Source: an optimization exercise on an open RTL-to-GDS flow (aim: small area, a short achievable clock period and few clock cycles per item). Production flows keep margins and buffers that such runs may drop. The RTL was checked by simulation tests, not by an equivalence proof against the original design. Power and IR drop assume default switching activity.

`design/flow/config.mk`:
```
export PLATFORM = sky130hd
export DESIGN_NAME = crt_congruence_combiner
export DESIGN_NICKNAME = crt_congruence_combiner
export VERILOG_FILES = /design/flow/design.v
export SDC_FILE = /design/flow/constraint.sdc
export NUM_CORES = 4
export LEC_CHECK = 0
export CAP_MARGIN = 20
export CORE_MARGIN = 2
export CORE_UTILIZATION = 40
export SLEW_MARGIN = 20
```
`design/flow/constraint.sdc`:
```
create_clock -name core_clock -period 8.0 [get_ports {clk}]
set_input_delay 1.6000 -clock core_clock [delete_from_list [all_inputs] [get_ports {clk}]]
set_output_delay 1.6000 -clock core_clock [all_outputs]
set_load 0.01 [all_outputs]
```
`design/flow/design.v`:
```
module crt_congruence_combiner #(
  parameter int MOD_BITS    = 32,
  parameter int RESULT_BITS = 63
) (
  input  logic         clk,
  input  logic         rst,
  input  logic         s_axis_tvalid,
  output logic         s_axis_tready,
  input  logic [63:0]  s_axis_tdata,   
  input  logic [0:0]   s_axis_tuser,   
  output logic         m_axis_tvalid,
  input  logic         m_axis_tready,
  output logic [127:0] m_axis_tdata,   
  output logic [1:0]   m_axis_tuser    
);
  localparam logic [3:0] S_IDLE  = 4'd0;
  localparam logic [3:0] S_FIN   = 4'd1;
  localparam logic [3:0] S_DIVF  = 4'd2;
  localparam logic [3:0] S_PHA   = 4'd3;
  localparam logic [3:0] S_DIFF  = 4'd4;
  localparam logic [3:0] S_EUC   = 4'd5;
  localparam logic [3:0] S_UINIT = 4'd6;
  localparam logic [3:0] S_STRIP = 4'd7;
  localparam logic [3:0] S_CLOOP = 4'd8;
  localparam logic [3:0] S_PHD   = 4'd9;
  localparam logic [3:0] S_WAITF = 4'd10;
  localparam logic [2:0] RC_STICKY = 3'd1;
  localparam logic [2:0] RC_NOSOL  = 3'd2;
  localparam logic [2:0] RC_OVF    = 3'd3;
  localparam logic [2:0] RC_FIRST  = 3'd4;
  localparam logic [2:0] RC_OK     = 3'd5;
  wire [31:0] r_in  = s_axis_tdata[31:0];
  wire [31:0] m_in  = s_axis_tdata[63:32];
  wire        first = s_axis_tuser[0];
  logic [62:0] R, M, P;
  logic [1:0]  S;
  logic        ov, tr;
  logic [3:0]  st;
  logic [2:0]  rcw;
  logic [31:0] rR, rM, A, B, CA;
  logic [32:0] CB;
  logic [4:0]  k;
  logic [5:0]  idx;
  logic        aln, par, dpos, dvd, hdn, skp, mo;
  logic [31:0] As;
  always_comb begin
    As[31] = A[31];
    for (int i = 30; i >= 0; i--) As[i] = As[i+1] | A[i];
  end
  wire        canshift = ~|({B, 1'b0} & ~{1'b0, As});
  wire [31:0] es_y     = (st == S_DIFF) ? rR : B;
  wire [32:0] es       = {1'b0, A} - {1'b0, es_y};
  wire        ge       = ~es[32];
  wire [31:0] ea_x = (st == S_CLOOP) ? B : ((st == S_UINIT) ? ~CA : CA);
  wire [31:0] ea_y = (st == S_CLOOP) ? CA : CB[31:0];
  wire [31:0] eadd = ea_x + ea_y + {31'd0, (st == S_UINIT)};
  wire [63:0] R64 = {1'b0, R};
  wire [63:0] M64 = {1'b0, M};
  wire        bR  = R64[idx];
  wire        bM  = M64[idx];
  wire [7:0]  grp = M64[{idx[5:3], 3'b000} +: 8];
  wire        hm  = (st == S_PHA);
  wire [32:0] rr_x = hm ? {rR, bR} : {1'b0, rR};
  wire [31:0] rr_y = hm ? CB[31:0] : A;
  wire [33:0] rrs  = {1'b0, rr_x} - {2'b0, rr_y};
  wire        rr_ge = ~rrs[33];
  wire [32:0] rm_x = {rM, bM & hm};
  wire [33:0] rms  = {1'b0, rm_x} - {2'b0, CB[31:0]};
  wire        rm_ge = ~rms[33];
  wire [33:0] us    = {1'b0, CA, 1'b0} - {2'b0, CB[31:0]};
  wire        us_ge = ~us[33];
  wire [32:0] ts    = {1'b0, B} - {1'b0, rM};
  wire        ts_ge = ~ts[32];
  wire [63:0] sp = {1'b0, P} + {1'b0, M};
  wire [62:0] sx = R + M;
  wire ok_fin = !ov || m_axis_tready;
  logic [3:0] st_n;
  logic [2:0] fin_rc;     
  logic       alu_on;
  always_comb begin
    st_n   = st;
    fin_rc = 3'd0;
    alu_on = 1'b0;
    case (st)
      S_IDLE: begin
        if (s_axis_tvalid) begin
          if (!first && S != 2'd0) fin_rc = RC_STICKY;
          else if (m_in == 32'd0)  fin_rc = RC_NOSOL;
          else if (first)          st_n = S_DIVF;
          else                     st_n = S_PHA;
        end
      end
      S_DIVF: begin
        if (dvd) fin_rc = RC_FIRST;
        else alu_on = 1'b1;
      end
      S_PHA: begin
        alu_on = !dvd;
        if (dvd && hdn) st_n = S_DIFF;
      end
      S_DIFF:  st_n = S_EUC;
      S_EUC: begin
        if (aln && B == 32'd0) st_n = S_UINIT;
        else alu_on = 1'b1;
      end
      S_UINIT: st_n = S_STRIP;
      S_STRIP: begin
        if (A[0]) st_n = S_CLOOP;
        else if (rR[0]) fin_rc = RC_NOSOL;
      end
      S_CLOOP: begin
        if (rR == 32'd0) begin
          if (!ov) st_n = S_PHD;
        end else if (rR[0] && !rr_ge) begin
          fin_rc = RC_NOSOL;
        end
      end
      S_PHD: begin
        if (CB == 33'd0) fin_rc = RC_OK;
        else if (CB[0] && (mo || sp[63])) fin_rc = RC_OVF;
      end
      S_WAITF: fin_rc = rcw;
      default: st_n = S_IDLE;   
    endcase
    if (fin_rc != 3'd0) st_n = ok_fin ? S_FIN : S_WAITF;
  end
  wire do_fin = (fin_rc != 3'd0) && ok_fin;
  always_ff @(posedge clk) begin
    if (rst) begin
      st  <= S_IDLE;
      ov  <= 1'b0;
      tr  <= 1'b0;
      R   <= '0;
      M   <= 63'd1;
      S   <= 2'd0;
    end else begin
      st  <= st_n;
      tr  <= (st_n == S_FIN);
      if (st == S_FIN)        ov <= 1'b1;
      else if (m_axis_tready) ov <= 1'b0;
      if (do_fin) begin
        case (fin_rc)
          RC_NOSOL: begin R <= '0; M <= '0; S <= 2'd1; end
          RC_OVF:   begin R <= '0; M <= '0; S <= 2'd2; end
          RC_FIRST: begin R <= {31'd0, A}; M <= {30'd0, CB}; S <= 2'd0; end
          RC_OK:    begin M <= P; S <= 2'd0; end
          default: ;
        endcase
      end else if (st == S_PHD) begin
        if (B[0]) R <= sx;
        M <= {M[61:0], 1'b0};
      end
    end
  end
  always_ff @(posedge clk) begin
    if (fin_rc != 3'd0 && !ok_fin) rcw <= fin_rc;
    if (alu_on) begin
      if (aln && canshift) begin
        B <= {B[30:0], 1'b0};
        k <= k + 5'd1;
        if (st == S_EUC) CB <= {CB[31:0], 1'b0};
      end else begin
        aln <= 1'b0;
        if (ge) begin
          A <= es[31:0];
          if (st == S_EUC) CA <= eadd;
        end
        if (k != 5'd0) begin
          B <= {1'b0, B[31:1]};
          k <= k - 5'd1;
          if (st == S_EUC) CB <= {1'b0, CB[32:1]};
        end else if (st == S_EUC) begin
          A   <= B;
          B   <= ge ? es[31:0] : A;
          CA  <= CB[31:0];
          CB  <= ge ? {1'b0, eadd} : {1'b0, CA};
          par <= ~par;
          aln <= 1'b1;
        end else begin
          dvd <= 1'b1;
        end
      end
    end
    case (st)
      S_IDLE: begin
        A   <= r_in;
        B   <= m_in;
        CB  <= {1'b0, m_in};
        k   <= 5'd0;
        aln <= 1'b1;
        dvd <= 1'b0;
        rR  <= '0;
        rM  <= '0;
        idx <= 6'd63;
        skp <= 1'b1;
        hdn <= 1'b0;
      end
      S_PHA: begin
        if (!hdn) begin
          if (skp && grp == 8'd0 && idx[5:3] != 3'd0) begin
            idx <= idx - 6'd8;
          end else begin
            skp <= 1'b0;
            rR  <= rr_ge ? rrs[31:0] : rr_x[31:0];
            rM  <= rm_ge ? rms[31:0] : rm_x[31:0];
            idx <= idx - 6'd1;
            if (idx == 6'd0) hdn <= 1'b1;
          end
        end
      end
      S_DIFF: begin
        if (rr_ge) begin
          rR   <= rrs[31:0];
          dpos <= 1'b0;
        end else begin
          rR   <= es[31:0];
          dpos <= 1'b1;
        end
        A   <= CB[31:0];
        B   <= rM;
        CA  <= '0;
        CB  <= 33'd1;
        par <= 1'b0;
        aln <= 1'b1;
        k   <= 5'd0;
        P   <= '0;
        mo  <= 1'b0;
      end
      S_UINIT: begin
        if (dpos != par) begin
          CA <= eadd;
          rM <= CA;
        end else begin
          rM <= eadd;
        end
      end
      S_STRIP: begin
        if (!A[0]) begin
          A  <= {1'b0, A[31:1]};
          rR <= {1'b0, rR[31:1]};
        end
      end
      S_CLOOP: begin
        if (rR != 32'd0) begin
          rR <= rR[0] ? rrs[32:1] : {1'b0, rR[31:1]};
          CA <= us_ge ? us[31:0] : {CA[30:0], 1'b0};
          rM <= rm_ge ? rms[31:0] : {rM[30:0], 1'b0};
          if (rR[0]) B <= ts_ge ? ts[31:0] : eadd;
        end
      end
      S_PHD: begin
        if (CB[0]) P <= sp[62:0];
        mo <= mo | M[62];
        CB <= {1'b0, CB[32:1]};
        B  <= {1'b0, B[31:1]};
      end
      default: ;
    endcase
  end
  assign s_axis_tready = tr;
  assign m_axis_tvalid = ov;
  assign m_axis_tdata  = {2'b00, M, R};
  assign m_axis_tuser  = S;
endmodule
```
`design/flow/run.sh`:
```
#!/bin/bash
# synth_recipe.tcl (not shown) runs the flow's synth.tcl, then flattens the netlist and writes it again
# the make line also repeats each setting of config.mk as NAME=value (left out here)
make -C /OpenROAD-flow-scripts/flow DESIGN_CONFIG=/design/flow/config.mk WORK_HOME=/design/flow/orfs CLKGATE_MAP_FILE= SYNTH_SCRIPT=/design/flow/synth_recipe.tcl finish
```
==> summary.txt <==
-- area by class of cell --
type / instances / area (um2)
inverters: 190 / 715.7
repair buffers: 391 / 3453
diodes: 2 / 5.005
multi-input cells: 4832 / 32010
well taps: 1488 / 1862
flip-flops and latches: 411 / 9960
clock inverters: 24 / 220.2
clock buffers: 80 / 1668
fillers: 11270 / 60320
-- final timing paths --
kind               start     to  slack [ns]  cells after the start
setup / recovery  idx[0]  R[26]        0.79                     19
hold / removal       aln    aln        0.47                      2
setup reg to reg  idx[0]  R[26]        0.79                     19
hold reg to reg      aln    aln        0.47                      2
-- worst reg2reg max path, cell delays in order, from the launching register on --
cell and delay (ns):
edfxtp_1 0.70, buf_4 0.29, mux4_2 0.50, mux4_2 0.53, mux4_2 0.51, nand2_1 0.10
a21boi_0 0.23, ha_1 0.20, nor2b_1 0.05, o21a_1 0.21, a311o_1 0.41, a221o_1 0.42
o21bai_2 0.61, o21a_1 0.45, nor2_1 0.16, inv_2 0.19, a311o_2 0.96, buf_4 0.32
a221oi_1 0.06, nor3_1 0.24
-- layout by cell type, fill, tap and decap left out, types with 49 or more instances in the layout --
cell type / count
a211oi_1: 73
a21o_1: 146
a21oi_1: 541
a221oi_1: 51
a222oi_1: 89
a311oi_1: 78
a31oi_1: 72
buf_4: 192
clkbuf_16: 61
clkdlybuf4s50_1: 197
dfxtp_1: 238
edfxtp_1: 173
ha_1: 320
inv_1: 184
mux2i_1: 101
nand2_1: 696
nand2b_1: 68
nand3_1: 155
nand4_1: 54
nor2_1: 537
nor3_1: 118
nor4_1: 55
o211ai_1: 92
o21a_1: 64
o21ai_0: 438
o21bai_1: 50
o221ai_1: 49
o22ai_1: 58
xnor2_1: 194
xor2_1: 98
-- power by group through the flow --
stage                     Combinational, mW  Sequential [mW]  Clock [mW]
after floorplan                        8.65             2.90           0
after global placement                 12.0             3.49           0
after detailed placement               12.1             3.49           0
after CTS                              12.1             3.44        2.69
after global routing                   13.5             3.50        2.76
final                                  12.6             3.49        2.68
-- cell families after synthesis --
| kind of cell | Yosys count | synth area share |
|---|---|---|
| AOI/OAI and AO/OA | 2143 | 0.3248 |
| and+or+nand+nor | 1919 | 0.1961 |
| buffers and inverters | 647 | 0.05748 |
| DFF | 411 | 0.2248 |
| adders and majority gates | 330 | 0.09490 |
| xor gates and xnor gates | 294 | 0.05813 |
| muxes | 144 | 0.04366 |
| other | 1 | 0.00008465 |
-- stage by stage --
step / setup WS [ns] / instances / instance area (um2) / hold slack, ns / total power, mW
2_1_floorplan: 2.146 / 5890 / 44300 / 0.4297 / 11.55
3_3_place_gp: 1.129 / 7312 / 48000 / 0.4447 / 15.51
3_5_place_dp: 0.9626 / 7312 / 48000 / 0.4506 / 15.56
4_1_cts: 0.8764 / 7416 / 49890 / 0.4662 / 18.27
5_1_grt: 0.4101 / 7416 / 49890 / 0.4792 / 19.71
6_report: 0.7944 / 7418 / 49890 / 0.4739 / 18.73
-- registers in the layout (all words and copies together) (netlist names), 2 cells and up --
signal / count
M: 63
P: 63
R: 63
CB: 33
A: 32
B: 32
CA: 32
rM: 32
rR: 32
idx: 6
k: 5
st: 4
rcw: 3
S: 2
-- layer usage --
metal	wire (um)	part of all wire
met5	69	0.00033
met4	16000	0.077
met3	23130	0.11
met2	91000	0.44
met1	77850	0.37
==> impl_results.md <==
- GRT Max-Usage Layer: met2
- Worst path top cell family by delay: compound AO/OA/AOI/OAI gates
- Comb power frac: 0.670
- Switching Share: 0.5462
- Die width: roughly 340 um
- CTS sink cnt: 411
- Sequential share of power: 0.187
- Status: finished clean
- Total GRT Usage: 0.3526
- Most frequent cell after synthesis: nand2_1
- Critical path peak fanout: 50
- Vias in the first global route: 46100
- RSZ-0062 raised after global routing: no
- CP max-delay cell: a311o_2
- CTS root buffer: clkbuf_16
- Share of flip-flops with an asynchronous set or reset: 0
- Crit path required time: about 8.6 ns
- GR Util met1: 0.4274
- Worst Tran Pin Value: between 1 and 1.5 ns
- Cell taking the most area after synthesis: edfxtp_1
- Power per cell area: ~380 nW/um2
- GR Util met2: 0.5493
- DPL Wire Length: between 150000 and 200000 um
- Final design utilization: 0.4527
- Total number of vias: 49390
- Clock power share: 0.143
- Setup-failing EPs final: 0
- Detailed Routing Iterations Pass 1: 13
- Die area: ~110000 um2
- Via-per-instance ratio: around 6.7
- RePlAce Congestion: approximately 1.0
- Cell-internal power: roughly 8.5 mW
- H-tree depth: 2
- Starting density of the core: 0.4020
- Static leakage: ~20 nW
- TNS Setup: 0 ns
- Row count: 122
- Post-synth top cells: nand2_1 (704), a21oi_1 (542), nor2_1 (542), o21ai_0 (441), clkbuf_1 (360)
- Fin Clk Skew: about 0.023 ns
- Period utilisation layout: 0.9007
- Avg Cell Area, Syn: between 7 and 8 um2
- Max-cap violation count: 0
- Total CTS buffers: 55
- Clk slew on worst S/H paths: ~0.06 ns
- FMAX: between 0.1 and 0.15 GHz
- Seq cells post-synth: approximately 400
- Clk buf depth: 3
- Buf+Inv Stages, Crit Path: 3
- Endpoints failing hold: 0
- Max stage delay on crit path: between 0.9 and 1 ns
- Clk latency of the worst-skew pair: about 0.68 ns
- Setup crit start kind: flop
- Maximum vdd drop: roughly 260 uV
- Top-Level Pins: 201
- Fin crit period: around 7 ns
- Mapped cell area: around 44000 um2
- Detailed Route WL: 208100 um
- GR Util met3: 0.09243
- GRT overflow: 0
- Post-CTS setup buffers: 0
- Critical Path End Type: flop
- Synth-to-Final Area Change: 12.62%
- Slew Viols, Final: 0
- Top cell by count, worst path: mux4_2
- Final Net Count: between 6000 and 7000
- Drt wl/cell: roughly 28 um
- Initial antenna violation count: 6
- # resized after CTS: 0
- Hold Crit Class: reg2reg
- Yosys top cell area share: 0.1173
- Cell Chain, Critical Path: buf_4 > mux4_2 > mux4_2 > mux4_2 > nand2_1 > a21boi_0 > ha_1 > nor2b_1 > o21a_1 > a311o_1 > a221o_1 > o21bai_2 > o21a_1 > nor2_1 > inv_2 > a311o_2 > buf_4 > a221oi_1 > nor3_1
- NetSw: a little over 10 mW
- Antenna Nets Post-Route: 0
- Post-synthesis sequential area ratio: 0.2248
- CTS tree: done
- # DRC: 0
- Largest net degree at the start of global routing: between 100 and 150
- Share of layout cells above drive strength 1: 0.07254
- Setup CP Type: reg2reg
- Syn Inst Count: approximately 6000
- Arr. time, crit path: 7.78 ns
- Starting DRT DRC Count: approximately 6700
- Synth cell types: 108
- Global-route wire length before repair: 302700 um
- EDFF count, synth: about 170
- Top post-synthesis cells by area: edfxtp_1 (12%), dfxtp_1 (11%), ha_1 (9.0%), a21oi_1 (6.1%), nand2_1 (6.0%)
- Ys flop type: dfxtp_1
- Synth warnings: 1
- CTS Hold Bufs: 0
- Die Span Y: approximately 340 um
- Port Buffers: just under 200
- Worst rel slew slack: 0.2382
- Core Area: approximately 110000 um2
Testbench counts, summed over its fixed seeds: cycles 150,435, items 2,400.

-- what the ideal ports hide --
In the flow no input, the clock included, has a driving cell. The finished layout below was timed again as built, in two steps. Step 1 (the two cells are an assumption about what drives the block):
set clk [get_ports {clk}]
set_driving_cell -lib_cell sky130_fd_sc_hd__clkbuf_16 $clk
set_driving_cell -lib_cell sky130_fd_sc_hd__buf_2 [delete_from_list [all_inputs] $clk]
Step 2, shift: input delay + t, output delay - t, t = (earliest + latest rising clock arrival at the registers) / 2. This alone moves slack from input paths to output paths. Slacks: ideal / step 1 / step 2; pairs: ideal / step 1.
t, ns: 0.736
slack for setup (ns): 0.794 / 0.794 / 0.794
hold slack, ns: 0.474 / 0.474 / 0.474
worst slew at a driven data input, ns: 0.08
After both steps setup and hold are still met in this run. The setup slack of this run moves by 0.000 ns with the drivers and by 0.000 ns with both steps.
